Source: an optimization exercise on an open RTL-to-GDS flow (aim: small area). Production flows keep margins and buffers that such runs may drop. Only simulation tests tie the RTL to the original design; equivalence was not proved. No activity file was given, so power comes from the tool's default toggle rates. The flow treats the clock pin as an ideal source, which a real chip does not have.

[design.v]
package cnn_pkg;
    localparam int IMG_DIM     = 6;
    localparam int KER_DIM     = 3;
    localparam int NUM_KERNELS = 2;
    localparam int MAP_DIM     = IMG_DIM - KER_DIM + 1;
    localparam int NUM_FEATURES = NUM_KERNELS * (MAP_DIM / 2) * (MAP_DIM / 2);
    localparam int NUM_CLASSES  = 4;
    localparam int CONV_WEIGHTS  = NUM_KERNELS * KER_DIM * KER_DIM;
    localparam int TOTAL_WEIGHTS = CONV_WEIGHTS + NUM_CLASSES * NUM_FEATURES;
    localparam int WADDR_W       = $clog2(TOTAL_WEIGHTS);
    typedef logic signed [7:0]  pixel_t;
    typedef logic signed [31:0] acc_t;
    typedef struct packed {
        logic               valid;
        logic [WADDR_W-1:0] addr;
    } wt_req_t;
    typedef struct packed {
        logic [$clog2(NUM_KERNELS)-1:0] kernel;
        logic [$clog2(MAP_DIM)-1:0]     row;
        logic [$clog2(MAP_DIM)-1:0]     col;
        acc_t                           sum;
    } map_px_t;
    typedef pixel_t [NUM_FEATURES-1:0] feature_vec_t;
    typedef enum logic [1:0] {
        C_IDLE,
        C_LOAD,
        C_COMPUTE,
        C_EMIT
    } conv_state_t;
    typedef enum logic [1:0] {
        F_IDLE,
        F_COMPUTE,
        F_OUTPUT
    } fc_state_t;
endpackage
`timescale 1ns/1ps
module cnn_top
#(
    parameter int RELU_SHIFT = 4
)
(
    input  logic            clk,
    input  logic            resetn,
    input  logic            weight_tvalid,
    output logic            weight_tready,
    input  cnn_pkg::pixel_t weight_tdata,
    input  logic            image_tvalid,
    output logic            image_tready,
    input  cnn_pkg::pixel_t image_tdata,
    output logic            result_tvalid,
    input  logic            result_tready,
    output cnn_pkg::acc_t   result_tdata,
    output logic            result_tlast
);
    localparam logic [2:0] S_IN  = 3'd0;    
    localparam logic [2:0] S_W   = 3'd1;    
    localparam logic [2:0] S_P   = 3'd2;    
    localparam logic [2:0] S_RW  = 3'd3;    
    localparam logic [2:0] S_RT  = 3'd4;    
    localparam logic [2:0] S_PL  = 3'd5;    
    localparam logic [2:0] S_OUT = 3'd6;    
    logic [399:0]       wring;
    logic [119:0]       pring;
    logic [55:0]        fring;
    logic signed [18:0] acc;
    logic [5:0] c;        
    logic [2:0] pf;       
    logic [3:0] pa;       
    logic [5:0] wt;       
    logic       loaded;
    logic [2:0] st;
    logic       fcm;      
    logic       k;
    logic [2:0] p;        
    logic [1:0] j;
    logic [2:0] R, C;     
    logic [2:0] s;        
    assign wt = {k, j, p};
    logic [7:0] w49, px14;
    logic [6:0] f7;
    assign w49  = wring[399:392];
    assign px14 = pring[119:112];
    assign f7   = fring[55:49];
    logic wfire;
    assign weight_tready = !loaded && (c == wt);
    assign wfire         = weight_tvalid && weight_tready;
    logic [7:0] w_in;
    always_comb
    begin
        if (wfire)
            w_in = {weight_tdata[0], weight_tdata[7:1]};
        else if (st == S_RT)
            w_in = {w49[6:0], w49[7]};
        else
            w_in = w49;
    end
    logic ifire;
    assign image_tready = loaded && (st == S_IN) && (pa == 4'd0);
    assign ifire        = image_tvalid && image_tready;
    logic [2:0] nR, nC;
    always_comb
    begin
        if (C == 3'd5)
        begin
            nC = 3'd0;
            nR = (R == 3'd5) ? 3'd0 : R + 3'd1;
        end
        else
        begin
            nC = C + 3'd1;
            nR = R;
        end
    end
    logic       tap;
    logic [1:0] kr;
    always_comb
    begin
        tap = 1'b0;
        kr  = 2'd0;
        case (pa)
            4'd0, 4'd1, 4'd2:    begin tap = 1'b1; kr = 2'd0; end
            4'd6, 4'd7, 4'd8:    begin tap = 1'b1; kr = 2'd1; end
            4'd12, 4'd13, 4'd14: begin tap = 1'b1; kr = 2'd2; end
            default:             begin tap = 1'b0; kr = 2'd0; end
        endcase
    end
    logic [3:0] sel;
    logic [10:0] tapbits;
    assign sel = {1'b0, s} + ((kr == 2'd1) ? 4'd3 : (kr == 2'd2) ? 4'd6 : 4'd0);
    genvar g;
    generate
        for (g = 0; g < 11; g++)
        begin : g_tap
            assign tapbits[g] = wring[8*g+7];
        end
    endgenerate
    logic wbit;
    assign wbit = fcm ? wring[7] : tapbits[sel];
    logic mac, first, neg, add, dbl;
    assign mac   = (st == S_P) && (fcm || tap);
    assign first = (st == S_P) && (fcm ? (pf == 3'd0) : (pa == 4'd0));
    assign neg   = (p == 3'd0);
    assign add   = mac && wbit;
    assign dbl   = first || (st == S_RT && neg);
    logic [7:0]  op;
    logic [18:0] opx, tx, base;
    assign op   = fcm ? {1'b0, f7} : px14;
    assign opx  = {{11{op[7]}}, op};
    assign tx   = add ? (neg ? ~opx : opx) : 19'd0;
    assign base = dbl ? {acc[17:0], 1'b0} : acc;
    logic [6:0] q;
    always_comb
    begin
        if (acc[18])
            q = 7'd0;
        else if (|acc[17:RELU_SHIFT+7])
            q = 7'd127;
        else
            q = acc[RELU_SHIFT+6:RELU_SHIFT];
    end
    logic [2:0] f;
    logic       pfirst, pwr;
    assign f      = {k, R[2], C[2]};
    assign pfirst = !R[0] && !C[0];
    assign pwr    = (st == S_PL) && (pf == f) && (pfirst || q > f7);
    logic conv_go, fc_go;
    assign conv_go = (pa == 4'd14) && (k ? (c >= 6'd23 && c <= 6'd27) : (c >= 6'd14 && c <= 6'd18));
    assign fc_go   = (pf == 3'd7) && (c == {1'b1, j, 3'b000});
    logic [18:0] acc_sum;
    logic [19:0] acc_cy;
    always_comb
    begin
        acc_cy[0] = add && neg;
        for (int i = 0; i < 19; i++)
        begin
            acc_sum[i]  = base[i] ^ tx[i] ^ acc_cy[i];
            acc_cy[i+1] = (base[i] & tx[i]) | (acc_cy[i] & (base[i] ^ tx[i]));
        end
    end
    always_ff @(posedge clk)
    begin
        wring <= {wring[391:0], w_in};
        pring <= {pring[111:0], ifire ? image_tdata : px14};
        fring <= {fring[48:0], pwr ? q : f7};
        acc   <= acc_sum;
        if (st == S_W && conv_go)
            s <= c[2:0] + (k ? 3'd1 : 3'd2);
    end
    always_ff @(posedge clk or negedge resetn)
    begin
        if (!resetn)
        begin
            c      <= 6'd14;
            pf     <= 3'd1;
            pa     <= 4'd0;
            loaded <= 1'b0;
            st     <= S_IN;
            fcm    <= 1'b0;
            k      <= 1'b0;
            j      <= 2'd1;
            p      <= 3'd6;
            R      <= 3'd5;
            C      <= 3'd5;
        end
        else
        begin
            c  <= (&c) ? 6'd14 : c + 6'd1;
            pf <= pf + 3'd1;
            pa <= (ifire || pa == 4'd14) ? 4'd0 : pa + 4'd1;
            if (wfire)
            begin
                {k, j, p} <= wt + 6'd1;
                if (&wt)
                    loaded <= 1'b1;
            end
            case (st)
                S_IN:
                begin
                    if (ifire)
                    begin
                        R <= nR;
                        C <= nC;
                        if ((nR >= 3'd2) && (nC >= 3'd2))
                            st <= S_RW;
                    end
                end
                S_W:
                begin
                    if (fcm ? fc_go : conv_go)
                        st <= S_P;
                end
                S_P:
                begin
                    if (fcm ? (pf == 3'd7) : (pa == 4'd14))
                    begin
                        p  <= p + 3'd1;
                        st <= (p == 3'd7) ? (fcm ? S_OUT : S_PL) : S_RW;
                    end
                end
                S_RW:
                begin
                    if (&c)
                        st <= S_RT;
                end
                S_RT:
                begin
                    if (&c)
                        st <= S_W;
                end
                S_PL:
                begin
                    if (pf == f)
                    begin
                        k <= !k;
                        if (!k)
                            st <= S_RW;
                        else if (R == 3'd5 && C == 3'd5)
                        begin
                            fcm <= 1'b1;
                            st  <= S_RW;
                        end
                        else
                            st <= S_IN;
                    end
                end
                S_OUT:
                begin
                    if (result_tready)
                    begin
                        j <= j + 2'd1;
                        if (j == 2'd3)
                        begin
                            fcm <= 1'b0;
                            st  <= S_IN;
                        end
                        else
                            st <= S_RW;
                    end
                end
                default:
                    st <= S_IN;
            endcase
        end
    end
    assign result_tvalid = (st == S_OUT);
    assign result_tdata  = {{13{acc[18]}}, acc};
    assign result_tlast  = (j == 2'd3);
endmodule
[flow/run.sh]
#!/bin/bash
# The standard layout (standard.sh) with three changes:
#  - synthesis maps logic with an area-oriented ABC script (flow/my_synth.tcl);
#  - port buffers are buf_1 cells;
#  - clock tree synthesis inserts no dummy loads.
set -euo pipefail
here=$PWD
bash standard.sh SYNTH_SCRIPT=$here/flow/my_synth.tcl synth > synth.log 2>&1
export BUFFER_PORTS_ARGS="-buffer_cell sky130_fd_sc_hd__buf_1"
export CTS_ARGS="-sink_clustering_enable -repair_clock_nets -dont_use_dummy_load -sink_clustering_size 32 -sink_clustering_max_diameter 80 -buf_list {sky130_fd_sc_hd__clkbuf_8 sky130_fd_sc_hd__clkbuf_16}"
bash standard.sh > layout.log 2>&1
[flow/area.abc]
strash
 &get -n
 &fraig -x
 &put
 scorr
 dc2
 dretime
 strash
 dch -f
 amap -m -F 8 -A 16
 topo
[flow/my_synth.tcl]
# The standard synthesis script (synth_recipe.tcl) with two changes that only
# affect combinational mapping: no full-adder extraction, and an area-oriented
# ABC script (area.abc beside this file) in place of ORFS's speed script.
# Flip-flop mapping, flattening and renaming are unchanged.
set ::area_abc_script [file join [file dirname [file normalize [info script]]] area.abc]
proc abc {args} {
  set i [lsearch -exact $args -script]
  if {$i >= 0} { lset args [expr {$i + 1}] $::area_abc_script }
  yosys abc {*}$args
}
proc extract_fa {args} {}
proc synth {args} { yosys synth -nofsm -noshare {*}$args }
source $::env(SCRIPTS_DIR)/synth.tcl
# left out here: clear keep_hierarchy, flatten, clean up, hide names made inside functions, write 1_2_yosys.v
[standard.sh]
#!/bin/bash
# synth_recipe.tcl (not shown) runs the flow's synth.tcl, then flattens the netlist and writes it again
# the make line also repeats each setting of config.mk as NAME=value (left out here)
make -C /OpenROAD-flow-scripts/flow DESIGN_CONFIG=/design/flow/config.mk WORK_HOME=/design/flow/orfs CLKGATE_MAP_FILE= SYNTH_SCRIPT=/design/flow/synth_recipe.tcl "${@:-finish}"
[config.mk]
export PLATFORM = sky130hd
export DESIGN_NAME = cnn_top
export DESIGN_NICKNAME = cnn_top
export VERILOG_FILES = /design/flow/design.v
export SDC_FILE = /design/flow/constraint.sdc
export NUM_CORES = 4
export LEC_CHECK = 0
export CAP_MARGIN = 20
export CORE_MARGIN = 2
export CORE_UTILIZATION = 70
export SLEW_MARGIN = 20
[constraint.sdc]
create_clock -name core_clock -period 11.0 [get_ports {clk}]
set_input_delay 2.2000 -clock core_clock [delete_from_list [all_inputs] [get_ports {clk}]]
set_output_delay 2.2000 -clock core_clock [all_outputs]
set_load 0.01 [all_outputs]
==> results of run 1 <==
==> layout make-up <==
| type | count | area (µm²) |
|---|---|---|
| Fill cell | 1227 | 4930 |
| Tap cell | 275 | 344 |
| Clock buffer | 23 | 576 |
| Inverter | 51 | 191 |
| Sequential cell | 628 | 12800 |
| Timing Repair Buffer | 59 | 233 |
| Multi-Input combinational cell | 373 | 1980 |
==> synth_stat cells <==
cell type	n	area share
a2111oi_0	2	0.0012
a211o_1	1	0.00058
a21o_1	17	0.0085
a21oi_1	38	0.013
a221o_1	1	0.00067
a221oi_1	1	0.00058
a222oi_1	1	0.00067
a22o_1	7	0.0041
a22oi_1	10	0.0050
a311oi_1	1	0.00058
a31oi_1	2	0.00083
a32oi_1	4	0.0023
buf_4	13	0.0065
clkinv_1	51	0.013
dfrtp_1	19	0.032
dfstp_2	11	0.019
dfxtp_1	595	0.79
edfxtp_1	3	0.0060
nand2_1	58	0.014
nand3_1	5	0.0017
nor2_1	85	0.021
nor2b_1	1	0.00042
nor3_1	17	0.0057
nor4_1	5	0.0021
o2111ai_1	1	0.00058
o211ai_1	8	0.0040
o21a_1	5	0.0025
o21ai_0	47	0.016
o221a_1	1	0.00075
o221ai_1	3	0.0017
o22a_1	2	0.0012
o22ai_1	44	0.018
o311ai_0	1	0.00058
o31a_1	1	0.00058
o31ai_1	1	0.00050
o32ai_1	2	0.0012
or2_0	1	0.00042
==> logic make-up (layout without fill, tap and decap cells) <==
family                 Yosys count  after routing
AO/OA/AOI/OAI                  201            201
buffers and inverters           64            133
flip-flops                     628            628
AND/OR/NAND/NOR                172            172
==> power by group through the flow <==
| stage | clock [mW] | combinational, mW | sequential [mW] |
|---|---|---|---|
| 2_1_floorplan | 0 | 0.526 | 2.54 |
| 3_3_place_gp | 0 | 0.642 | 2.55 |
| 3_5_place_dp | 0 | 0.661 | 2.55 |
| 4_1_cts | 0.995 | 0.666 | 2.50 |
| 5_1_grt | 1.07 | 0.759 | 2.52 |
| 6_report | 0.972 | 0.671 | 2.50 |
==> how the worst min path moves through the flow <==
stage	from	depth (start not counted)	slack, ns	end
2_1_floorplan	fring[3]	0	0.31	fring[10]
3_3_place_gp	fring[8]	0	0.31	fring[15]
3_5_place_dp	wring[129]	0	0.31	wring[137]
4_1_cts	fring[0]	0	0.31	fring[7]
5_1_grt	wring[310]	0	0.32	wring[318]
6_report	fring[0]	0	0.31	fring[7]
==> flip-flops by register name (all words and copies together) (netlist names) <==
signal and count:
wring 400, pring 120, fring 56, acc 19, c 6, pa 4
C 3, R 3, p 3, pf 3, s 3, st 3
j 2, fcm 1, k 1, loaded 1
==> worst reg2reg max path: cells and delay by family (launching register included) <==
family	cells	cell delay, ns
and+or+nand+nor	43	4.64
AOI/OAI and AO/OA	8	1.52
buffers and inverters	4	0.70
DFF	1	0.43
==> stage by stage <==
step	total power [mW]	setup WS [ns]
after floorplan	3.07	4.61
after global placement	3.19	4.13
after detailed placement	3.21	3.81
after CTS	4.16	3.72
after global routing	4.35	2.55
final	4.14	3.61
==> per-layer routing <==
metal / vias up / track usage
met3: 38 / 0.0267
met4: 0 / 0.0491
li1: 3672 / -
met1: 3324 / 0.279
met2: 128 / 0.300
met5: - / 0
==> summary.txt, run 1 <==
Clocking
  • Worst-skew pair later-pin latency: 0.54 ns
  • CTS Hold Bufs: 0
  • TritonCTS clock tree: built
  • H-tree levels: 1
  • Setup bufs post-CTS: 0
  • Clk Tree Root Cell: clkbuf_16
  • Num CTS Buffers: 23
  • Clock Tree Buf Depth: 3
  • Clock Sinks: 628
  • Post-CTS sizing: 0
  • CTS clk-pin slew, worst paths: 0.11 ns

Global routing
  • Initial antenna violation count: 0
  • First-pass GRT wire length: 33900 µm
  • Overall Global Routing Usage: 0.189
  • GRT Residual Overflow: 0
  • Vias in the first global route: 6823
  • Pin count of the biggest net entering global routing: 33

Setup path
  • Worst reg2reg path depth: 55
  • Most used cell, CP: nor2_1
  • Worst path top cell family by delay: simple AND/OR/NAND/NOR gates
  • Crit path to: acc[18]
  • Worst path bufs/invs: 4
  • CP max stage delay: 0.43 ns
  • Reg2Reg Capture Point: acc[18]
  • Critical R2R Launch: pa[0]
  • CP Data Required Time: 11.40 ns
  • Slowest CP cell: dfrtp_1
  • CP arrival: 7.79 ns
  • WS Path Type: reg -> reg
  • Crit path launch type: register
  • Critical Path Fanout Max: 8
  • R2R Setup Slk: 3.61 ns
  • Worst setup EP type: register
  • CP Depth: 55
  • Crit path from: pa[0]

Yosys
  • Post-synthesis xor/xnor area fraction: 0
  • Synth warn: 1
  • Syn_nets: 1086
  • Multiplexer share of the synthesized area: 0
  • Yosys reg bits: 628
  • Largest family of logic cells by synthesized area: compound AO/OA/AOI/OAI gates
  • Post-synthesis sequential area ratio: 0.850
  • Mapped Area: 15000 µm²
  • Syn avg cell area: 14.1 µm²
  • Simple-Gate Fraction of Synth Area: 0.0460
  • Post-Synth Adder-Cell Area: 0
  • Synth unique cells: 37
  • Post-synthesis compound-gate area fraction: 0.0852
  • Mapped Cells: 1065

STA
  • RSZ-0062 raised after global routing: false
  • Tightest Pin Transition: 1.03 ns
  • Final setup vio count: 0
  • Final Hold Vio Count: 0
  • Hold Slack: 0.314 ns
  • Max transition margin: 0.296
  • Clock skew: 0.0290 ns
  • Period utilisation layout: 0.672
  • Max Transition Viols Final: 0
  • Setup tns final: 0 ns
  • Maximum clock rate: 0.135 GHz
  • Tmin final: 7.39 ns

Drt
  • Routed vias/inst: 5.08
  • M1 WL: 10500 µm
  • WL final: 21200 µm
  • Detailed Routing Iterations Pass 1: 5
  • Top Layer Used: met4
  • # DRC: 0
  • Vias: 7162
  • DRT antenna net count: 0
  • DR WL met3: 757 µm
  • WL/cell: 15.0 µm
  • DR WL met2: 9490 µm
  • Iter 0 DRT Violations: 353

Placement
  • Dpl cells: 1386
  • Post-DP Area: 15500 µm²
  • GPL Wtd Cong: 0.839
  • IO buf count: 56
  • DP Wirelength: 12700 µm

Power
  • Sw Ratio: 0.267
  • P_int: 3.04 mW
  • Max rail drop VDD: 0.186 mV
  • PD cells: 258 nW/µm²
  • Sequential power share: 0.603
  • LEAKAGE: 6.33 nW
  • Clock Power Share: 0.235
  • Combinational fraction of design power: 0.162
  • Net switching power: 1.11 mW

Finish
  • Synth-to-layout area growth: 7.07%
  • Fraction of layout cells with a size suffix above 1: 0.0335
  • Post-layout util: 0.765
  • Final instance area: 16100 µm²
  • Nets: 1157
  • Commonest cells after routing, fill and taps aside: 595 x dfxtp_1, 85 x nor2_1, 58 x nand2_1, 56 x buf_1, 51 x clkinv_1
  • Post-route insts no fill: 1409
  • Diode count: 0
  • Commonest non-fill, non-tap cell in the layout: dfxtp_1

Floorplan
  • Die width: 151 µm
  • Die Y: 151 µm
  • Core Area: 21000 µm²
  • # IOs: 57
  • Starting density of the core: 0.715
  • Rows: 53
  • DIE AREA: 22700 µm²

Flow run
  • Max-cap violation count: 0

Status
  • Status: complete, no violations

Hold path
  • Worst min path class: reg -> reg
==> inputs of run 2 (changes only) <==
==> flow/run.sh (replaced) <==
#!/bin/bash
# The standard layout (standard.sh) with three changes:
#  - synthesis maps logic with an area-oriented ABC script (flow/my_synth.tcl);
#  - port buffers are buf_1 cells;
#  - clock tree synthesis inserts no dummy loads.
set -euo pipefail
here=$PWD
bash standard.sh SYNTH_SCRIPT=$here/flow/my_synth.tcl synth > synth.log 2>&1
export BUFFER_PORTS_ARGS="-buffer_cell sky130_fd_sc_hd__buf_1"
export CTS_ARGS="-sink_clustering_enable -repair_clock_nets -dont_use_dummy_load -sink_clustering_size 36 -sink_clustering_max_diameter 50 -buf_list {sky130_fd_sc_hd__clkbuf_8 sky130_fd_sc_hd__clkbuf_16}"
bash standard.sh > layout.log 2>&1
==> run 2 against run 1 <==
Clock-buffer cell count increased by 12. Global-route usage increased by 1.0 points. Utilization increased by 1.4 points. Largest cell class unchanged. Via count increased by 1.5%. Wire length increased by 3.6%. Final area increased by 1.9%. Still clean. Synthesized cell count unchanged. Combinational power about the same. Critical endpoint unchanged. Area after synthesis unchanged. Register-to-register slack about the same. Power increased by 5.8%. Clock power increased by 24%.
==> summary.txt, run 2 <==
Status
  • Status: complete, no violations

Yosys
  • Synth top area share: 0.793
  • Post-synthesis sequential area ratio: 0.850
  • Mapped Area: 15000 µm²
  • Syn_nets: 1086
  • Synth warn: 1
  • Largest cells by area after synthesis: dfxtp_1 79%, dfrtp_1 3.2%, nor2_1 2.1%
  • EDFF count, synth: 3
  • Leading area contributor after synthesis: dfxtp_1
  • Cell with the most instances after synthesis: dfxtp_1
  • Yosys reg bits: 628
  • Dominant register cell in the synthesized netlist: dfxtp_1
  • Syn avg cell area: 14.1 µm²
  • Async SR Flop Fraction: 0.0478
  • Synth unique cells: 37
  • Mapped Cells: 1065
  • Synth top cells by count: 595 x dfxtp_1, 85 x nor2_1, 58 x nand2_1, 51 x clkinv_1, 47 x o21ai_0

Clocking
  • CTS clk-pin slew, worst paths: 0.09 ns
  • Clock Sinks: 628
  • Worst-skew pair later-pin latency: 0.53 ns
  • Clk Tree Root Cell: clkbuf_16
  • H-tree levels: 2
  • Num CTS Buffers: 35
  • CTS Hold Bufs: 0
  • TritonCTS clock tree: built
  • Setup bufs post-CTS: 0
  • Clock Tree Buf Depth: 3
  • Post-CTS sizing: 0

STA
  • Setup tns final: 0 ns
  • RSZ-0062 raised after global routing: false
  • Final setup vio count: 0
  • Max Transition Viols Final: 0
  • Tmin final: 7.38 ns
  • Final Hold Vio Count: 0
  • Hold Slack: 0.259 ns
  • Clock skew: 0.0585 ns
  • Period utilisation layout: 0.670
  • Tightest Pin Transition: 1.12 ns
  • Max transition margin: 0.231
  • Final worst slack: 3.62 ns
  • Maximum clock rate: 0.136 GHz

Finish
  • Diode count: 0
  • Max FFs per register: 400
  • Commonest cells after routing, fill and taps aside: 595 x dfxtp_1, 85 x nor2_1, 58 x nand2_1, 56 x buf_1, 51 x clkinv_1
  • Nets: 1169
  • Top reg by flops: wring
  • Fraction of layout cells with a size suffix above 1: 0.0436
  • Post-route insts no fill: 1421
  • Synth-to-layout area growth: 9.07%
  • Largest regs: wring x400, pring x120, fring x56
  • Commonest non-fill, non-tap cell in the layout: dfxtp_1

Setup path
  • Critical Path Fanout Max: 8
  • Worst setup EP type: register
  • Most used cell, CP: nor2_1
  • WS Path Type: reg -> reg
  • CP Data Required Time: 11.37 ns
  • CP max stage delay: 0.41 ns
  • CP arrival: 7.74 ns
  • Crit path launch type: register
  • Slowest CP cell: dfrtp_1

Floorplan
  • Rows: 53
  • Die width: 151 µm
  • DIE AREA: 22700 µm²
  • Core Area: 21000 µm²
  • # IOs: 57
  • Starting density of the core: 0.715
  • Die Y: 151 µm

Power
  • PD cells: 268 nW/µm²
  • LEAKAGE: 6.47 nW
  • Total power: 4.39 mW
  • Max rail drop VDD: 0.221 mV

Placement
  • DP Wirelength: 12700 µm
  • Place WS: 3.81 ns
  • IO buf count: 56
  • Dpl cells: 1386
  • GPL Wtd Cong: 0.839

Global routing
  • Overall Global Routing Usage: 0.200
  • Vias in the first global route: 7020
  • Routing usage on met3: 0.0364
  • Initial antenna violation count: 0
  • GRT Residual Overflow: 0
  • Pin count of the biggest net entering global routing: 37
  • Most Crowded Layer GR: met2
  • Met2 Resource Use GR: 0.317
  • First-pass GRT wire length: 35100 µm
  • GR Util met1: 0.283

Drt
  • WL final: 22000 µm
  • Iter 0 DRT Violations: 543
  • DRT antenna net count: 0
  • Vias: 7267
  • WL/cell: 15.5 µm
  • Routed vias/inst: 5.11
  • Detailed Routing Iterations Pass 1: 5
  • # DRC: 0

Hold path
  • Worst min path class: reg -> reg

Flow run
  • Max-cap violation count: 0
[run 2: cell counts after synthesis]
Identical to the previous run, type by type.
[run 2: area by class of cell]
class                           count  area, µm²
Sequential cell                   628      12800
Fill cell                        1189       4630
Multi-Input combinational cell    373       1980
Clock buffer                       35        876
Tap cell                          275        344
Timing Repair Buffer               59        233
Inverter                           51        191
[run 2: layer usage]
layer	wire [µm]	part of all wire	vias to the layer above
li1	-	-	3704
met1	10600	0.48	3368
met2	9980	0.45	151
met3	898	0.041	44
met4	518	0.024	0
met5	0	0	-
[run 2: final timing paths]
check,cells after the start,from,end,slack [ns]
max,55,pa[0],acc[18],3.62
min,0,fring[29],fring[36],0.26
max reg2reg,55,pa[0],acc[18],3.62
min reg2reg,0,fring[29],fring[36],0.26
max in group asynchronous,2,resetn,p[1],8.92
min in group asynchronous,2,resetn,C[1],1.70
[run 2: cells by family (layout without fill, tap and decap cells)]
logic type | Yosys count | count (layout) | synth area share
AOI/OAI and AO/OA | 201 | 201 | 0.0852
DFF | 628 | 628 | 0.850
buffers and inverters | 64 | 145 | 0.0192
and+or+nand+nor | 172 | 172 | 0.0460
[run 2: where the power goes]
group / switching (mW) / internal (mW)
combinational: 0.419 / 0.255
clock: 0.641 / 0.568
sequential: 0.0977 / 2.40
total: 1.16 / 3.23
[run 2: per-stage QoR]
step                      utilization  cell area [µm²]
after global placement          0.738            15500
after detailed placement        0.738            15500
after floorplan                     -            15000
after global routing            0.780            16400
after CTS                       0.780            16400
final                           0.780            16400
[run 2: worst max-delay path, delay by kind of cell (launching register included)]
family	cells	cell delay, ns
and+or+nand+nor	41	4.26
buffers and inverters	4	0.71
DFF	1	0.41
AOI/OAI and AO/OA	10	1.88
==> inputs of run 3 (changes only) <==
==> flow/run.sh (replaced) <==
#!/bin/bash
# The standard layout (standard.sh) with three changes:
#  - synthesis maps logic with an area-oriented ABC script (flow/my_synth.tcl);
#  - port buffers are buf_1 cells;
#  - clock tree synthesis inserts no dummy loads.
set -euo pipefail
here=$PWD
bash standard.sh SYNTH_SCRIPT=$here/flow/my_synth.tcl synth > synth.log 2>&1
export BUFFER_PORTS_ARGS="-buffer_cell sky130_fd_sc_hd__buf_1"
export CTS_ARGS="-sink_clustering_enable -repair_clock_nets -dont_use_dummy_load -sink_clustering_size 40 -sink_clustering_max_diameter 50 -buf_list {sky130_fd_sc_hd__clkbuf_8 sky130_fd_sc_hd__clkbuf_16}"
bash standard.sh > layout.log 2>&1
==> run 3 against run 2 <==
Critical endpoint unchanged. Largest cell class unchanged. Largest power group unchanged. Worst setup slack gained 0.021 ns. Highest routed layer unchanged. Register-to-register slack gained 0.02 ns. Combinational power about the same. Utilization unchanged.
==> summary.txt, run 3 <==
Status
  • Status: complete, no violations

STA
  • Setup tns final: 0 ns
  • Final setup vio count: 0
  • RSZ-0062 raised after global routing: false
  • Period utilisation layout: 0.669
  • Tmin final: 7.35 ns
  • Max transition margin: 0.245
  • Max Transition Viols Final: 0
  • Hold Slack: 0.259 ns
  • Maximum clock rate: 0.136 GHz
  • Clock skew: 0.0572 ns
  • Final Hold Vio Count: 0
  • Tightest Pin Transition: 1.10 ns

Floorplan
  • DIE AREA: 22700 µm²
  • Core Area: 21000 µm²
  • Die Y: 151 µm
  • Die width: 151 µm
  • Starting density of the core: 0.715
  • Rows: 53
  • # IOs: 57

Drt
  • Detailed Routing Iterations Pass 1: 5
  • M1 WL: 10600 µm
  • WL/cell: 15.5 µm
  • DRT antenna net count: 0
  • DR WL met3: 920 µm
  • Routed vias/inst: 5.08
  • WL final: 22000 µm
  • DR WL met2: 9960 µm
  • Iter 0 DRT Violations: 431
  • # DRC: 0
  • Top Layer Used: met4
  • Vias: 7224

Yosys
  • Synth top area share: 0.793
  • EDFF count, synth: 3
  • Synth warn: 1
  • Syn_nets: 1086
  • Largest cells by area after synthesis: dfxtp_1 79%, dfrtp_1 3.2%, nor2_1 2.1%
  • Mapped Area: 15000 µm²
  • Synth unique cells: 37
  • Syn avg cell area: 14.1 µm²
  • Leading area contributor after synthesis: dfxtp_1
  • Async SR Flop Fraction: 0.0478
  • Dominant register cell in the synthesized netlist: dfxtp_1
  • Yosys reg bits: 628
  • Post-synthesis sequential area ratio: 0.850
  • Synth top cells by count: 595 x dfxtp_1, 85 x nor2_1, 58 x nand2_1, 51 x clkinv_1, 47 x o21ai_0
  • Cell with the most instances after synthesis: dfxtp_1
  • Mapped Cells: 1065

Placement
  • DP Wirelength: 12700 µm
  • Post-DP Area: 15500 µm²
  • GPL Wtd Cong: 0.839
  • IO buf count: 56

Clocking
  • H-tree levels: 2
  • CTS clk-pin slew, worst paths: 0.09 ns
  • Post-CTS sizing: 0
  • Clk Tree Root Cell: clkbuf_16
  • Worst-skew pair later-pin latency: 0.53 ns
  • TritonCTS clock tree: built
  • Clock Sinks: 628
  • Num CTS Buffers: 35
  • Setup bufs post-CTS: 0
  • Clock Tree Buf Depth: 3
  • CTS Hold Bufs: 0

Setup path
  • Worst setup EP type: register
  • Crit path from: pa[0]
  • Critical Path Fanout Max: 8
  • CP Data Required Time: 11.37 ns
  • CP arrival: 7.72 ns
  • Slowest CP cell: dfrtp_1
  • Crit path launch type: register
  • R2R Setup Slk: 3.65 ns
  • Most used cell, CP: nor2_1
  • Reg2Reg Capture Point: acc[18]
  • Worst reg2reg path depth: 55
  • WS Path Type: reg -> reg
  • CP max stage delay: 0.41 ns
  • Critical R2R Launch: pa[0]

Hold path
  • Hold path cells: 0
  • Worst Hold End: fring[36]
  • Hold path startpoint: fring[29]
  • Worst min path class: reg -> reg

Global routing
  • Initial antenna violation count: 0
  • First-pass GRT wire length: 35200 µm
  • Vias in the first global route: 7017
  • GRT Residual Overflow: 0
  • Overall Global Routing Usage: 0.200
  • Pin count of the biggest net entering global routing: 35

Finish
  • Post-layout util: 0.780
  • Diode count: 0
  • Nets: 1169
  • Reg area: 12800 µm²
  • Largest regs: wring x400, pring x120, fring x56
  • Fraction of layout cells with a size suffix above 1: 0.0436
  • Final instance area: 16400 µm²
  • Commonest non-fill, non-tap cell in the layout: dfxtp_1
  • Area taken by multi-input logic gates: 1980 µm²
  • Fillers: 1174
  • Synth-to-layout area growth: 9.07%
  • Max FFs per register: 400
  • Commonest cells after routing, fill and taps aside: 595 x dfxtp_1, 85 x nor2_1, 58 x nand2_1, 56 x buf_1, 51 x clkinv_1
  • Top reg by flops: wring

Power
  • Max rail drop VDD: 0.214 mV
  • LEAKAGE: 6.47 nW
  • PD cells: 267 nW/µm²

Flow run
  • Max-cap violation count: 0
-- run 3: cell type report --
type	count	share of cell area
Tap cell	275	0.0210
Multi-Input combinational cell	373	0.121
Inverter	51	0.0117
Clock buffer	35	0.0534
Timing Repair Buffer	59	0.0142
Sequential cell	628	0.779
-- run 3: cell families (layout without fill, tap and decap cells) --
kind of cell / Yosys count / count (layout) / synth area share
buffers and inverters: 64 / 145 / 0.0192
AO/OA/AOI/OAI: 201 / 201 / 0.0852
flip-flops: 628 / 628 / 0.850
AND/OR/NAND/NOR: 172 / 172 / 0.0460
-- run 3: how the worst max path moves through the flow --
stage	slack, ns	cells past startpoint	end
finish	3.65	55	acc[18]
floorplan	4.61	52	acc[18]
detailed placement	3.81	55	acc[18]
CTS	3.73	55	acc[18]
global route	2.51	55	acc[18]
global placement	4.13	52	acc[18]
-- run 3: per-layer routing --
metal	global-route usage	vias to the layer above
li1	-	3706
met1	0.282	3336
met2	0.317	134
met3	0.0397	48
met4	0.0618	0
met5	0	-
-- run 3: where the power goes --
group | switching (mW) | internal [mW] | leakage (nW)
clock network | 0.642 | 0.568 | 0.431
logic | 0.417 | 0.255 | 0.866
registers | 0.0974 | 2.40 | 5.18
total | 1.16 | 3.23 | 6.47
-- run 3: stage by stage --
step | cells | setup slack (ns) | total power [mW]
2_1_floorplan | 1065 | 4.61 | 3.07
3_3_place_gp | 1386 | 4.13 | 3.19
3_5_place_dp | 1386 | 3.81 | 3.21
4_1_cts | 1421 | 3.73 | 4.40
5_1_grt | 1421 | 2.51 | 4.59
6_report | 1421 | 3.65 | 4.38
-- run 3: critical path: cells and delay by family (launching register included) --
family                 cells  cell delay, ns
and+or+nand+nor           41            4.23
AOI/OAI and AO/OA         10            1.88
buffers and inverters      4            0.70
DFF                        1            0.41
==> inputs of run 4 (changes only) <==
==> flow/run.sh (replaced) <==
#!/bin/bash
# The standard layout (standard.sh) with three changes:
#  - synthesis maps logic with an area-oriented ABC script (flow/my_synth.tcl);
#  - port buffers are buf_1 cells;
#  - clock tree synthesis inserts no dummy loads.
set -euo pipefail
here=$PWD
bash standard.sh SYNTH_SCRIPT=$here/flow/my_synth.tcl synth > synth.log 2>&1
export BUFFER_PORTS_ARGS="-buffer_cell sky130_fd_sc_hd__buf_1"
export CTS_ARGS="-sink_clustering_enable -repair_clock_nets -dont_use_dummy_load -sink_clustering_size 34 -sink_clustering_max_diameter 80 -buf_list {sky130_fd_sc_hd__clkbuf_8 sky130_fd_sc_hd__clkbuf_16}"
bash standard.sh > layout.log 2>&1
==> run 4 against run 3 <==
Combinational power hardly changed. Die area did not move. Global-route usage fell by 1.1 points. Non-clock buffer count did not move. Largest power group unchanged.
==> summary.txt, run 4 <==
Status
  • Status: complete, no violations

Global routing
  • Routing usage on met3: 0.0339
  • Initial antenna violation count: 0
  • First-pass GRT wire length: 33600 µm
  • Most Crowded Layer GR: met2
  • GR Util met1: 0.275
  • Vias in the first global route: 6870
  • Met2 Resource Use GR: 0.294
  • Overall Global Routing Usage: 0.189
  • GRT Residual Overflow: 0
  • Pin count of the biggest net entering global routing: 35

Setup path
  • CP arrival: 7.72 ns
  • WS Path Type: reg -> reg
  • Critical Path Fanout Max: 8
  • Most used cell, CP: nor2_1
  • CP max stage delay: 0.43 ns
  • Slowest CP cell: dfrtp_1
  • CP Data Required Time: 11.43 ns
  • Crit path launch type: register
  • R2R Setup Slk: 3.71 ns
  • Worst setup EP type: register

Clocking
  • Clk Tree Root Cell: clkbuf_16
  • Clock Tree Buf Depth: 3
  • CTS clk-pin slew, worst paths: 0.11 ns
  • Setup bufs post-CTS: 0
  • CTS Hold Bufs: 0
  • TritonCTS clock tree: built
  • Num CTS Buffers: 22
  • Clock Sinks: 628
  • Worst-skew pair later-pin latency: 0.54 ns
  • H-tree levels: 1
  • Post-CTS sizing: 0

STA
  • Tmin final: 7.29 ns
  • RSZ-0062 raised after global routing: false
  • Final Hold Vio Count: 0
  • Max transition margin: 0.264
  • Final setup vio count: 0
  • Tightest Pin Transition: 1.08 ns
  • Setup tns final: 0 ns
  • Final worst slack: 3.71 ns
  • Clock skew: 0.0233 ns
  • Period utilisation layout: 0.663
  • Max Transition Viols Final: 0
  • Maximum clock rate: 0.137 GHz

Yosys
  • Cell with the most instances after synthesis: dfxtp_1
  • Mapped Area: 15000 µm²
  • Mapped Cells: 1065
  • Synth warn: 1
  • Leading area contributor after synthesis: dfxtp_1
  • Synth top area share: 0.793
  • Synth unique cells: 37
  • Dominant register cell in the synthesized netlist: dfxtp_1
  • Synth top cells by count: 595 x dfxtp_1, 85 x nor2_1, 58 x nand2_1, 51 x clkinv_1, 47 x o21ai_0
  • EDFF count, synth: 3
  • Post-synthesis sequential area ratio: 0.850
  • Largest cells by area after synthesis: dfxtp_1 79%, dfrtp_1 3.2%, nor2_1 2.1%
  • Yosys reg bits: 628
  • Async SR Flop Fraction: 0.0478
  • Syn_nets: 1086
  • Syn avg cell area: 14.1 µm²

Finish
  • Synth-to-layout area growth: 6.90%
  • Largest regs: wring x400, pring x120, fring x56
  • Diode count: 0
  • Max FFs per register: 400
  • Reg area: 12800 µm²
  • Fraction of layout cells with a size suffix above 1: 0.0327
  • Commonest cells after routing, fill and taps aside: 595 x dfxtp_1, 85 x nor2_1, 58 x nand2_1, 56 x buf_1, 51 x clkinv_1
  • Area taken by multi-input logic gates: 1980 µm²
  • Top reg by flops: wring
  • Post-layout util: 0.764
  • Fillers: 1250
  • Nets: 1156
  • Commonest non-fill, non-tap cell in the layout: dfxtp_1

Floorplan
  • Die Y: 151 µm
  • DIE AREA: 22700 µm²
  • Core Area: 21000 µm²
  • # IOs: 57
  • Die width: 151 µm
  • Rows: 53
  • Starting density of the core: 0.715

Drt
  • Routed vias/inst: 5.04
  • Vias: 7099
  • Detailed Routing Iterations Pass 1: 8
  • Iter 0 DRT Violations: 417
  • DRT antenna net count: 0
  • # DRC: 0
  • WL final: 21100 µm
  • WL/cell: 15.0 µm

Flow run
  • Max-cap violation count: 0

Power
  • Total power: 4.14 mW
  • Max rail drop VDD: 0.243 mV
  • PD cells: 258 nW/µm²
  • LEAKAGE: 6.31 nW

Placement
  • DP Wirelength: 12700 µm
  • Place WS: 3.81 ns
  • GPL Wtd Cong: 0.839
  • IO buf count: 56

Hold path
  • Worst min path class: reg -> reg
run 4: changes by cell type in the layout (fill, tap and decap cells not counted), sizes merged:
cell	before	now
clkbuf	35	22
run 4: power breakdown:
part | switching [mW] | internal [mW] | total (mW)
Sequential | 0.0963 | 2.40 | 2.50
Combinational | 0.418 | 0.255 | 0.672
Clock | 0.599 | 0.364 | 0.963
run 4: kinds of logic (layout without fill, tap and decap cells):
kind of cell	count (synthesis)	in the layout	synth area share
DFF	628	628	0.850
AOI/OAI and AO/OA	201	201	0.0852
and+or+nand+nor	172	172	0.0460
buffers and inverters	64	132	0.0192
run 4: worst max-delay path, delay by kind of cell (launching register included):
kind / cells / cell delay [ns]
DFF: 1 / 0.43
AOI/OAI and AO/OA: 8 / 1.50
and+or+nand+nor: 43 / 4.57
buffers and inverters: 4 / 0.69
run 4: layout make-up:
cell class              count  area share
clock buffers              22      0.0343
well taps                 275      0.0214
repair buffers             59      0.0145
multi-input cells         373       0.123
flip-flops and latches    628       0.795
inverters                  51      0.0119
run 4: stage by stage:
| stage | area, µm² | cells | hold slack [ns] |
|---|---|---|---|
| after floorplan | 15000 | 1065 | 0.310 |
| after global placement | 15500 | 1386 | 0.310 |
| after detailed placement | 15500 | 1386 | 0.312 |
| after CTS | 16100 | 1408 | 0.305 |
| after global routing | 16100 | 1408 | 0.304 |
| final | 16100 | 1408 | 0.308 |
run 4: per-layer routing:
metal / wire length (µm) / share of wire / vias to the layer above
met5: 0 / 0 / -
met2: 9150 / 0.43 / 134
met4: 452 / 0.021 / 0
met3: 860 / 0.041 / 35
li1: - / - / 3666
met1: 10600 / 0.50 / 3264
run 4: final timing paths:
path	startpoint	to	cells after the start
worst max-delay path	pa[0]	acc[18]	55
worst min-delay path	wring[98]	wring[106]	0
worst max register to register	pa[0]	acc[18]	55
worst min register to register	wring[98]	wring[106]	0
max in group asynchronous	resetn	c[1]	2
min in group asynchronous	resetn	C[1]	2
==> inputs of run 5 (changes only) <==
==> flow/run.sh (replaced) <==
#!/bin/bash
# The standard layout (standard.sh) with three changes:
#  - synthesis maps logic with an area-oriented ABC script (flow/my_synth.tcl);
#  - port buffers are buf_1 cells;
#  - clock tree synthesis inserts no dummy loads.
set -euo pipefail
here=$PWD
bash standard.sh SYNTH_SCRIPT=$here/flow/my_synth.tcl synth > synth.log 2>&1
export BUFFER_PORTS_ARGS="-buffer_cell sky130_fd_sc_hd__buf_1"
export CTS_ARGS="-sink_clustering_enable -repair_clock_nets -dont_use_dummy_load -sink_clustering_size 34 -sink_clustering_max_diameter 70 -buf_list {sky130_fd_sc_hd__clkbuf_8 sky130_fd_sc_hd__clkbuf_16}"
bash standard.sh > layout.log 2>&1
==> run 5 against run 4 <==
Power down 0.45%. Sequential power hardly changed. Wire length is 3.3% lower. Sequential share of layout area unchanged. Clock-buffer cell count did not move. Worst setup slack got worse by 0.064 ns. Cell count stayed put. Combinational power decreased by 0.7%. Clock skew increased by 0.025 ns. Critical endpoint unchanged. Highest routed layer unchanged.
==> summary.txt, run 5 <==
Clocking
  • Setup bufs post-CTS: 0
  • Num CTS Buffers: 22
  • Clock Tree Buf Depth: 3
  • Post-CTS sizing: 0
  • Clk Tree Root Cell: clkbuf_16
  • Worst-skew pair later-pin latency: 0.55 ns
  • TritonCTS clock tree: built
  • CTS Hold Bufs: 0
  • Clock Sinks: 628
  • CTS clk-pin slew, worst paths: 0.11 ns
  • H-tree levels: 1

Setup path
  • Worst path bufs/invs: 4
  • Crit path launch type: register
  • CP max stage delay: 0.43 ns
  • CP arrival: 7.75 ns
  • Slowest CP cell: dfrtp_1
  • Critical Path Fanout Max: 8
  • WS Path Type: reg -> reg
  • Crit path from: pa[0]
  • Most used cell, CP: nor2_1
  • Worst path top cell family by delay: simple AND/OR/NAND/NOR gates
  • Critical R2R Launch: pa[0]
  • CP Data Required Time: 11.39 ns
  • Worst setup EP type: register

Placement
  • IO buf count: 56
  • GPL Wtd Cong: 0.839
  • DP Wirelength: 12700 µm

STA
  • Hold Slack: 0.288 ns
  • Setup tns final: 0 ns
  • Max transition margin: 0.293
  • Tightest Pin Transition: 1.03 ns
  • Tmin final: 7.35 ns
  • Clock skew: 0.0488 ns
  • Period utilisation layout: 0.668
  • Final Hold Vio Count: 0
  • Max Transition Viols Final: 0
  • Final setup vio count: 0
  • Maximum clock rate: 0.136 GHz
  • RSZ-0062 raised after global routing: false

Finish
  • Synth-to-layout area growth: 6.90%
  • Diode count: 0
  • Fillers: 1253
  • Fraction of layout cells with a size suffix above 1: 0.0327
  • Nets: 1156
  • Largest regs: wring x400, pring x120, fring x56
  • Top reg by flops: wring
  • Commonest cells after routing, fill and taps aside: 595 x dfxtp_1, 85 x nor2_1, 58 x nand2_1, 56 x buf_1, 51 x clkinv_1
  • Commonest non-fill, non-tap cell in the layout: dfxtp_1
  • Max FFs per register: 400

Floorplan
  • Starting density of the core: 0.715
  • Rows: 53
  • Core Area: 21000 µm²
  • Die width: 151 µm
  • DIE AREA: 22700 µm²
  • Die Y: 151 µm
  • # IOs: 57

Drt
  • Iter 0 DRT Violations: 382
  • DRT antenna net count: 0
  • # DRC: 0
  • WL/cell: 14.5 µm
  • Routed vias/inst: 5.02
  • Vias: 7070
  • WL final: 20400 µm
  • Detailed Routing Iterations Pass 1: 4

Yosys
  • Mapped Area: 15000 µm²
  • Yosys reg bits: 628
  • Async SR Flop Fraction: 0.0478
  • Largest cells by area after synthesis: dfxtp_1 79%, dfrtp_1 3.2%, nor2_1 2.1%
  • Synth top area share: 0.793
  • Synth top cells by count: 595 x dfxtp_1, 85 x nor2_1, 58 x nand2_1, 51 x clkinv_1, 47 x o21ai_0
  • Synth warn: 1
  • Cell with the most instances after synthesis: dfxtp_1
  • Synth unique cells: 37
  • Mapped Cells: 1065
  • EDFF count, synth: 3
  • Syn_nets: 1086
  • Leading area contributor after synthesis: dfxtp_1
  • Syn avg cell area: 14.1 µm²
  • Post-synthesis sequential area ratio: 0.850
  • Dominant register cell in the synthesized netlist: dfxtp_1

Power
  • LEAKAGE: 6.31 nW
  • Max rail drop VDD: 0.226 mV
  • Total power: 4.12 mW
  • PD cells: 256 nW/µm²

Hold path
  • Worst min path class: reg -> reg
  • Hold path startpoint: fring[14]

Global routing
  • First-pass GRT wire length: 32700 µm
  • Initial antenna violation count: 0
  • Pin count of the biggest net entering global routing: 35
  • GRT Residual Overflow: 0
  • Overall Global Routing Usage: 0.182
  • Vias in the first global route: 6656

Status
  • Status: complete, no violations

Flow run
  • Max-cap violation count: 0
## run 5: cell counts in the layout (fill, tap and decap cells not counted)
Identical to the previous run, type by type.
## run 5: path summary, 6_finish.rpt
check | to | slack (ns) | depth (start not counted)
min in group asynchronous | c[4] | 1.68 | 2
worst min register to register | fring[21] | 0.29 | 0
max in group asynchronous | R[2] | 8.98 | 2
worst max-delay path | acc[18] | 3.65 | 55
worst max register to register | acc[18] | 3.65 | 55
worst min-delay path | fring[21] | 0.29 | 0
## run 5: worst register-to-register path: cells and delay by family (launching register included)
family	cells	cell delay, ns
AOI/OAI and AO/OA	8	1.51
buffers and inverters	4	0.69
DFF	1	0.43
and+or+nand+nor	43	4.56
## run 5: layer usage
| metal | vias up | share of wire | global-route usage |
|---|---|---|---|
| met1 | 3235 | 0.51 | 0.275 |
| met5 | - | 0 | 0 |
| li1 | 3673 | - | - |
| met4 | 0 | 0.022 | 0.0443 |
| met2 | 127 | 0.43 | 0.278 |
| met3 | 35 | 0.037 | 0.0330 |
## run 5: logic make-up after synthesis
family	after synthesis	synth area share
compound gates	201	0.0852
simple gates	172	0.0460
buf+inv	64	0.0192
flops	628	0.850
## run 5: area by class of cell
class / instances / area [µm²] / share of cell area
clock buffer: 22 / 551 / 0.0343
sequential: 628 / 12800 / 0.795
tap: 275 / 344 / 0.0214
multi-input combinational: 373 / 1980 / 0.123
inverter: 51 / 191 / 0.0119
timing repair buffer: 59 / 233 / 0.0145
## run 5: per-stage QoR
stage	setup slack (ns)	util	cells	area (µm²)
6_report	3.65	0.764	1408	16100
5_1_grt	2.52	0.764	1408	16100
4_1_cts	3.72	0.764	1408	16100
3_5_place_dp	3.81	0.738	1386	15500
3_3_place_gp	4.13	0.738	1386	15500
2_1_floorplan	4.61	-	1065	15000
## run 5: report_power, final
group / switching (mW) / leakage [nW] / internal, mW
Sequential: 0.0947 / 5.18 / 2.40
Combinational: 0.413 / 0.866 / 0.255
Clock: 0.587 / 0.271 / 0.364
==> inputs of run 6 (changes only) <==
--- a/config.mk
+++ b/config.mk
@@ -5,7 +5,7 @@
 export SDC_FILE = /design/flow/constraint.sdc
 export NUM_CORES = 4
 export LEC_CHECK = 0
-export CAP_MARGIN = 20
+export CAP_MARGIN = 10
 export CORE_MARGIN = 2
 export CORE_UTILIZATION = 70
-export SLEW_MARGIN = 20
+export SLEW_MARGIN = 10
==> run 6 against run 5 <==
Global-route usage unchanged. Utilization unchanged. Largest cell class unchanged. Sequential cell count unchanged. Critical endpoint unchanged. Wire length unchanged. Highest routed layer unchanged. Sequential power about the same. Critical path depth unchanged. Die area unchanged. Largest power group unchanged. Clock-buffer cell count unchanged. Hold slack unchanged. Sequential share of layout area unchanged. Power unchanged. Area after synthesis unchanged.
==> summary.txt, run 6 <==
Yosys
  • Yosys reg bits: 628
  • Dominant register cell in the synthesized netlist: dfxtp_1
  • Cell with the most instances after synthesis: dfxtp_1
  • Mapped Area: 15000 µm²
  • Synth warn: 1
  • Synth top area share: 0.793
  • Syn_nets: 1086
  • Largest cells by area after synthesis: dfxtp_1 79%, dfrtp_1 3.2%, nor2_1 2.1%
  • Syn avg cell area: 14.1 µm²
  • Synth unique cells: 37
  • Leading area contributor after synthesis: dfxtp_1
  • Mapped Cells: 1065
  • Synth top cells by count: 595 x dfxtp_1, 85 x nor2_1, 58 x nand2_1, 51 x clkinv_1, 47 x o21ai_0
  • Post-synthesis sequential area ratio: 0.850
  • Async SR Flop Fraction: 0.0478
  • EDFF count, synth: 3

Finish
  • Nets: 1156
  • Area taken by multi-input logic gates: 1980 µm²
  • Diode count: 0
  • Commonest cells after routing, fill and taps aside: 595 x dfxtp_1, 85 x nor2_1, 58 x nand2_1, 56 x buf_1, 51 x clkinv_1
  • Post-layout util: 0.764
  • Reg area: 12800 µm²
  • Final instance area: 16100 µm²
  • Top reg by flops: wring
  • Fraction of layout cells with a size suffix above 1: 0.0327
  • Commonest non-fill, non-tap cell in the layout: dfxtp_1
  • Fillers: 1253
  • Largest regs: wring x400, pring x120, fring x56
  • Synth-to-layout area growth: 6.90%
  • Max FFs per register: 400

Global routing
  • GRT Residual Overflow: 0
  • Initial antenna violation count: 0
  • Overall Global Routing Usage: 0.182
  • Vias in the first global route: 6656
  • Pin count of the biggest net entering global routing: 35
  • First-pass GRT wire length: 32700 µm

STA
  • Period utilisation layout: 0.668
  • Tightest Pin Transition: 1.03 ns
  • Maximum clock rate: 0.136 GHz
  • Hold Slack: 0.288 ns
  • Clock skew: 0.0488 ns
  • RSZ-0062 raised after global routing: false
  • Final setup vio count: 0
  • Max transition margin: 0.293
  • Tmin final: 7.35 ns
  • Setup tns final: 0 ns
  • Max Transition Viols Final: 0
  • Final Hold Vio Count: 0

Floorplan
  • Starting density of the core: 0.715
  • # IOs: 57
  • Core Area: 21000 µm²
  • Die Y: 151 µm
  • Die width: 151 µm
  • DIE AREA: 22700 µm²
  • Rows: 53

Placement
  • DP Wirelength: 12700 µm
  • IO buf count: 56
  • Post-DP Area: 15500 µm²
  • GPL Wtd Cong: 0.839

Setup path
  • CP max stage delay: 0.43 ns
  • CP Data Required Time: 11.39 ns
  • Critical Path Fanout Max: 8
  • Crit path launch type: register
  • WS Path Type: reg -> reg
  • Worst setup EP type: register
  • CP arrival: 7.75 ns
  • Slowest CP cell: dfrtp_1
  • Most used cell, CP: nor2_1

Clocking
  • Clock Sinks: 628
  • Post-CTS sizing: 0
  • Clock Tree Buf Depth: 3
  • TritonCTS clock tree: built
  • CTS Hold Bufs: 0
  • Clk Tree Root Cell: clkbuf_16
  • Num CTS Buffers: 22
  • CTS clk-pin slew, worst paths: 0.11 ns
  • H-tree levels: 1
  • Setup bufs post-CTS: 0
  • Worst-skew pair later-pin latency: 0.55 ns

Flow run
  • Max-cap violation count: 0

Drt
  • M1 WL: 10400 µm
  • DR WL met2: 8740 µm
  • # DRC: 0
  • Routed vias/inst: 5.02
  • Detailed Routing Iterations Pass 1: 4
  • WL final: 20400 µm
  • DR WL met3: 749 µm
  • Iter 0 DRT Violations: 382
  • Top Layer Used: met4
  • Vias: 7070
  • DRT antenna net count: 0
  • WL/cell: 14.5 µm

Power
  • PD cells: 256 nW/µm²
  • Total power: 4.12 mW
  • LEAKAGE: 6.31 nW
  • Max rail drop VDD: 0.226 mV

Status
  • Status: complete, no violations

Hold path
  • Worst min path class: reg -> reg
## run 6: cell counts after synthesis
No cell type changed its count.
## run 6: worst max-delay path, delay by kind of cell, from the launching register on
| family | cells | cell delay, ns |
|---|---|---|
| AOI/OAI and AO/OA | 8 | 1.51 |
| buffers and inverters | 4 | 0.68 |
| DFF | 1 | 0.43 |
| and+or+nand+nor | 43 | 4.56 |
## run 6: logic make-up (layout without fill, tap and decap cells)
| logic type | Yosys count | after routing | synth area share |
|---|---|---|---|
| buffers and inverters | 64 | 132 | 0.0192 |
| AND/OR/NAND/NOR | 172 | 172 | 0.0460 |
| AO/OA/AOI/OAI | 201 | 201 | 0.0852 |
| flip-flops | 628 | 628 | 0.850 |
## run 6: final cells by class
type                       instances  area share
clock buffer                      22      0.0343
inverter                          51      0.0119
multi-input combinational        373       0.123
sequential                       628       0.795
tap                              275      0.0214
timing repair buffer              59      0.0145
## run 6: report_power, final
group,internal [mW],switching [mW]
combinational,0.255,0.413
clock,0.364,0.587
sequential,2.40,0.0947
total,3.02,1.09
## run 6: routing by layer
layer	GRT usage	vias to the layer above
met5	0	-
met4	0.0443	0
met3	0.0330	35
met2	0.278	127
met1	0.275	3235
li1	-	3673
## run 6: final timing paths
kind / start / end / slack, ns / depth (start not counted)
max: pa[0] / acc[18] / 3.65 / 55
min: fring[14] / fring[21] / 0.29 / 0
max reg2reg: pa[0] / acc[18] / 3.65 / 55
min reg2reg: fring[14] / fring[21] / 0.29 / 0
max in group asynchronous: resetn / R[2] / 8.98 / 2
min in group asynchronous: resetn / c[4] / 1.68 / 2
## run 6: per-stage QoR
step / setup WS [ns] / std cells
6_report: 3.65 / 1408
2_1_floorplan: 4.61 / 1065
5_1_grt: 2.52 / 1408
3_3_place_gp: 4.13 / 1386
4_1_cts: 3.72 / 1408
3_5_place_dp: 3.81 / 1386
==> inputs of run 7 (changes only) <==
==> run.sh (new file) <==
#!/bin/bash
# synth_recipe.tcl (not shown) runs the flow's synth.tcl, then flattens the netlist and writes it again
# the make line also repeats each setting of config.mk as NAME=value (left out here)
make -C /OpenROAD-flow-scripts/flow DESIGN_CONFIG=/design/flow/config.mk WORK_HOME=/design/flow/orfs CLKGATE_MAP_FILE= SYNTH_SCRIPT=/design/flow/synth_recipe.tcl finish
--- a/config.mk
+++ b/config.mk
@@ -5,7 +5,10 @@
 export SDC_FILE = /design/flow/constraint.sdc
 export NUM_CORES = 4
 export LEC_CHECK = 0
-export CAP_MARGIN = 10
+export CAP_MARGIN = 20
 export CORE_MARGIN = 2
 export CORE_UTILIZATION = 70
-export SLEW_MARGIN = 10
+export CTS_BUF_LIST = sky130_fd_sc_hd__clkbuf_8 sky130_fd_sc_hd__clkbuf_16
+export CTS_CLUSTER_DIAMETER = 100
+export CTS_CLUSTER_SIZE = 30
+export SLEW_MARGIN = 20
removed: flow/run.sh
removed: flow/area.abc
removed: flow/my_synth.tcl
removed: standard.sh
==> run 7 against run 6 <==
Synthesized cell count decreased by 0.85%. Highest routed layer unchanged. Area after synthesis increased by 5.6%. Non-clock buffer count increased by 7. Clock skew decreased by 0.037 ns. Largest cell class unchanged. Global-route usage increased by 0.82 points. Die area increased by 5.4%. Via count decreased by 3.0%. Fmax decreased by 31%. Largest power group unchanged.
==> summary.txt, run 7 <==
Drt
  • WL/cell: 15.7 µm
  • Vias: 6859
  • Detailed Routing Iterations Pass 1: 4
  • # DRC: 0
  • WL final: 22000 µm
  • DRT antenna net count: 0
  • Routed vias/inst: 4.90
  • Iter 0 DRT Violations: 357

Finish
  • Max FFs per register: 400
  • Fillers: 1333
  • Post-layout util: 0.771
  • Top reg by flops: wring
  • Largest regs: wring x400, pring x120, fring x56
  • Nets: 1180
  • Commonest cells after routing, fill and taps aside: 595 x dfxtp_1, 60 x inv_1, 56 x clkdlybuf4s50_1, 55 x nand2_1, 32 x a21oi_1
  • Synth-to-layout area growth: 8.99%
  • Commonest non-fill, non-tap cell in the layout: dfxtp_1
  • Fraction of layout cells with a size suffix above 1: 0.0645
  • Post-route insts no fill: 1401
  • Diode count: 0

Setup path
  • Crit path from: pa[3]
  • Slowest CP cell: fa_2
  • Worst reg2reg path depth: 32
  • Worst setup EP type: register
  • CP arrival: 11.04 ns
  • Crit path launch type: register
  • Critical R2R Launch: pa[3]
  • Reg2Reg Capture Point: acc[18]
  • CP max stage delay: 0.58 ns
  • Crit path to: acc[18]
  • R2R Setup Slk: 0.38 ns
  • Most used cell, CP: fa_1
  • Critical Path Fanout Max: 9
  • CP Data Required Time: 11.41 ns
  • WS Path Type: reg -> reg

Floorplan
  • Die width: 155 µm
  • Rows: 55
  • Starting density of the core: 0.707
  • # IOs: 57
  • Die Y: 155 µm
  • DIE AREA: 23900 µm²
  • Core Area: 22400 µm²

Clocking
  • Clock Sinks: 628
  • Num CTS Buffers: 24
  • Clk Tree Root Cell: clkbuf_16
  • Clock Tree Buf Depth: 3
  • CTS clk-pin slew, worst paths: 0.11 ns
  • TritonCTS clock tree: built
  • Worst-skew pair later-pin latency: 0.55 ns
  • H-tree levels: 1

Yosys
  • Largest family of logic cells by synthesized area: adder cells
  • Mapped Area: 15900 µm²
  • Multiplexer share of the synthesized area: 0.0284
  • Largest cells by area after synthesis: dfxtp_1 75%, dfrtp_1 3.0%, fa_1 2.5%
  • Synth unique cells: 62
  • Synth warn: 1
  • Simple-Gate Fraction of Synth Area: 0.0427
  • EDFF count, synth: 3
  • Dominant register cell in the synthesized netlist: dfxtp_1
  • Async SR Flop Fraction: 0.0478
  • Syn avg cell area: 15.0 µm²
  • Synth top area share: 0.751
  • Mapped Cells: 1056
  • Post-synthesis xor/xnor area fraction: 0.0170
  • Syn_nets: 1124
  • Post-synthesis compound-gate area fraction: 0.0327
  • Post-Synth Adder-Cell Area: 0.0465
  • Yosys reg bits: 628
  • Leading area contributor after synthesis: dfxtp_1
  • Synth top cells by count: 595 x dfxtp_1, 56 x inv_1, 55 x nand2_1, 32 x a21oi_1, 30 x mux2i_1
  • Post-synthesis sequential area ratio: 0.805
  • Cell with the most instances after synthesis: dfxtp_1

Power
  • PD cells: 230 nW/µm²
  • LEAKAGE: 6.98 nW
  • Max rail drop VDD: 0.171 mV

Global routing
  • GRT Residual Overflow: 0
  • Pin count of the biggest net entering global routing: 32
  • First-pass GRT wire length: 36100 µm
  • Vias in the first global route: 7019
  • Overall Global Routing Usage: 0.191
  • Initial antenna violation count: 0

STA
  • Period utilisation layout: 0.966
  • Tightest Pin Transition: 0.998 ns
  • Clock skew: 0.0116 ns
  • Final Hold Vio Count: 0
  • Final setup vio count: 0
  • Final worst slack: 0.376 ns
  • Max Transition Viols Final: 0
  • Setup tns final: 0 ns
  • Max transition margin: 0.333
  • Maximum clock rate: 0.0941 GHz
  • Tmin final: 10.62 ns
  • RSZ-0062 raised after global routing: false

Hold path
  • Hold path cells: 0
  • Worst min path class: reg -> reg

Placement
  • GPL Wtd Cong: 0.834
  • DP Wirelength: 13200 µm
  • Dpl cells: 1366
  • IO buf count: 56
  • Place WS: 0.104 ns

Status
  • Status: complete, no violations

Flow run
  • Max-cap violation count: 0
-- run 7: cell type report --
| type | instances | area, µm² | area share |
|---|---|---|---|
| flip-flops and latches | 628 | 12800 | 0.739 |
| multi-input cells | 336 | 2670 | 0.155 |
| repair buffers | 66 | 636 | 0.0368 |
| clock buffers | 25 | 614 | 0.0355 |
| well taps | 285 | 357 | 0.0206 |
| inverters | 56 | 210 | 0.0122 |
| clock inverters | 5 | 31.3 | 0.00181 |
-- run 7: worst max-delay path: cells and delay by family, from the launching register on --
kind	cells	cell delay, ns
AND/OR/NAND/NOR	5	0.99
AO/OA/AOI/OAI	2	0.39
buffers and inverters	1	0.06
multiplexers	1	0.20
flip-flops	1	0.49
adder cells (fa/ha/maj)	21	8.02
XOR/XNOR	2	0.31
-- run 7: power breakdown --
group          switching [mW]  internal, mW
Sequential              0.103          2.39
Clock                   0.620         0.406
Combinational           0.223         0.226
Total                   0.947          3.03
-- run 7: metal layers --
layer	track usage	vias up	share of wire
met1	0.278	3268	0.49
li1	-	3448	-
met5	0	-	0
met4	0.0454	0	0.020
met3	0.0317	32	0.035
met2	0.304	111	0.46
-- run 7: repair_timing --
action	4_1_cts	5_1_grt
setup endpoints to repair	0	2
setup buffers	0	5
hold buffers	0	0
resized for setup	0	5
-- run 7: worst min path at each step --
| stage | startpoint | to | slack, ns |
|---|---|---|---|
| detailed placement | wring[99] | wring[107] | 0.31 |
| global route | wring[364] | wring[372] | 0.33 |
| global placement | pring[23] | pring[31] | 0.31 |
| finish | pring[99] | pring[107] | 0.33 |
| floorplan | fring[3] | fring[10] | 0.31 |
| CTS | pring[99] | pring[107] | 0.33 |
-- run 7: logic make-up after synthesis --
group | count (synthesis)
AND/OR/NAND/NOR | 138
AO/OA/AOI/OAI | 80
flip-flops | 628
multiplexers | 41
XOR/XNOR | 30
buffers and inverters | 92
adder cells (fa/ha/maj) | 47
-- run 7: through the flow --
step / cell area, µm² / total power, mW / hold slack, ns
floorplan: 15900 / 2.83 / 0.310
global placement: 16600 / 2.98 / 0.310
detailed placement: 16600 / 2.99 / 0.312
CTS: 17200 / 4.00 / 0.327
global route: 17300 / 4.15 / 0.330
finish: 17300 / 3.97 / 0.327

static timing again, ports no longer ideal:
How much do the figures lean on ideal ports? The routed layouts below were timed once more, with nothing changed but the port constraints. Step 1: set_driving_cell puts a clkbuf_16 on clk and a buf_2 on each other input, an assumption about the parent block. Step 2 adds t to the input delays and takes it off the output delays; t is the mean of the earliest and latest rising clock arrival at the registers after step 1. Input paths then give back, and output paths get back, about the clock's delay inside the block. Slacks: ideal ports / drivers / drivers and shift; pairs: ideal ports / drivers.
run | t, ns | slack for setup (ns) | worst hold slack (ns) | latest minus earliest clock arrival (ns) | slew at the worst register clock pin (ns)
run 1 | 0.571 | 3.610 / 3.610 / 3.610 | 0.314 / 0.314 / 0.314 | 0.032 / 0.032 | 0.11 / 0.11
run 2 | 0.546 | 3.625 / 3.625 / 3.625 | 0.259 / 0.259 / 0.259 | 0.066 / 0.066 | 0.12 / 0.12
run 3 | 0.547 | 3.646 / 3.646 / 3.646 | 0.259 / 0.259 / 0.259 | 0.059 / 0.059 | 0.11 / 0.11
run 4 | 0.584 | 3.712 / 3.712 / 3.712 | 0.308 / 0.308 / 0.308 | 0.028 / 0.028 | 0.12 / 0.12
run 5 | 0.573 | 3.648 / 3.648 / 3.648 | 0.288 / 0.288 / 0.288 | 0.049 / 0.049 | 0.12 / 0.12
run 6 | 0.573 | 3.648 / 3.648 / 3.648 | 0.288 / 0.288 / 0.288 | 0.049 / 0.049 | 0.12 / 0.12
run 7 | 0.593 | 0.376 / 0.376 / 0.376 | 0.327 / 0.327 / 0.327 | 0.019 / 0.019 | 0.11 / 0.11
After both steps every run listed still meets setup and hold.
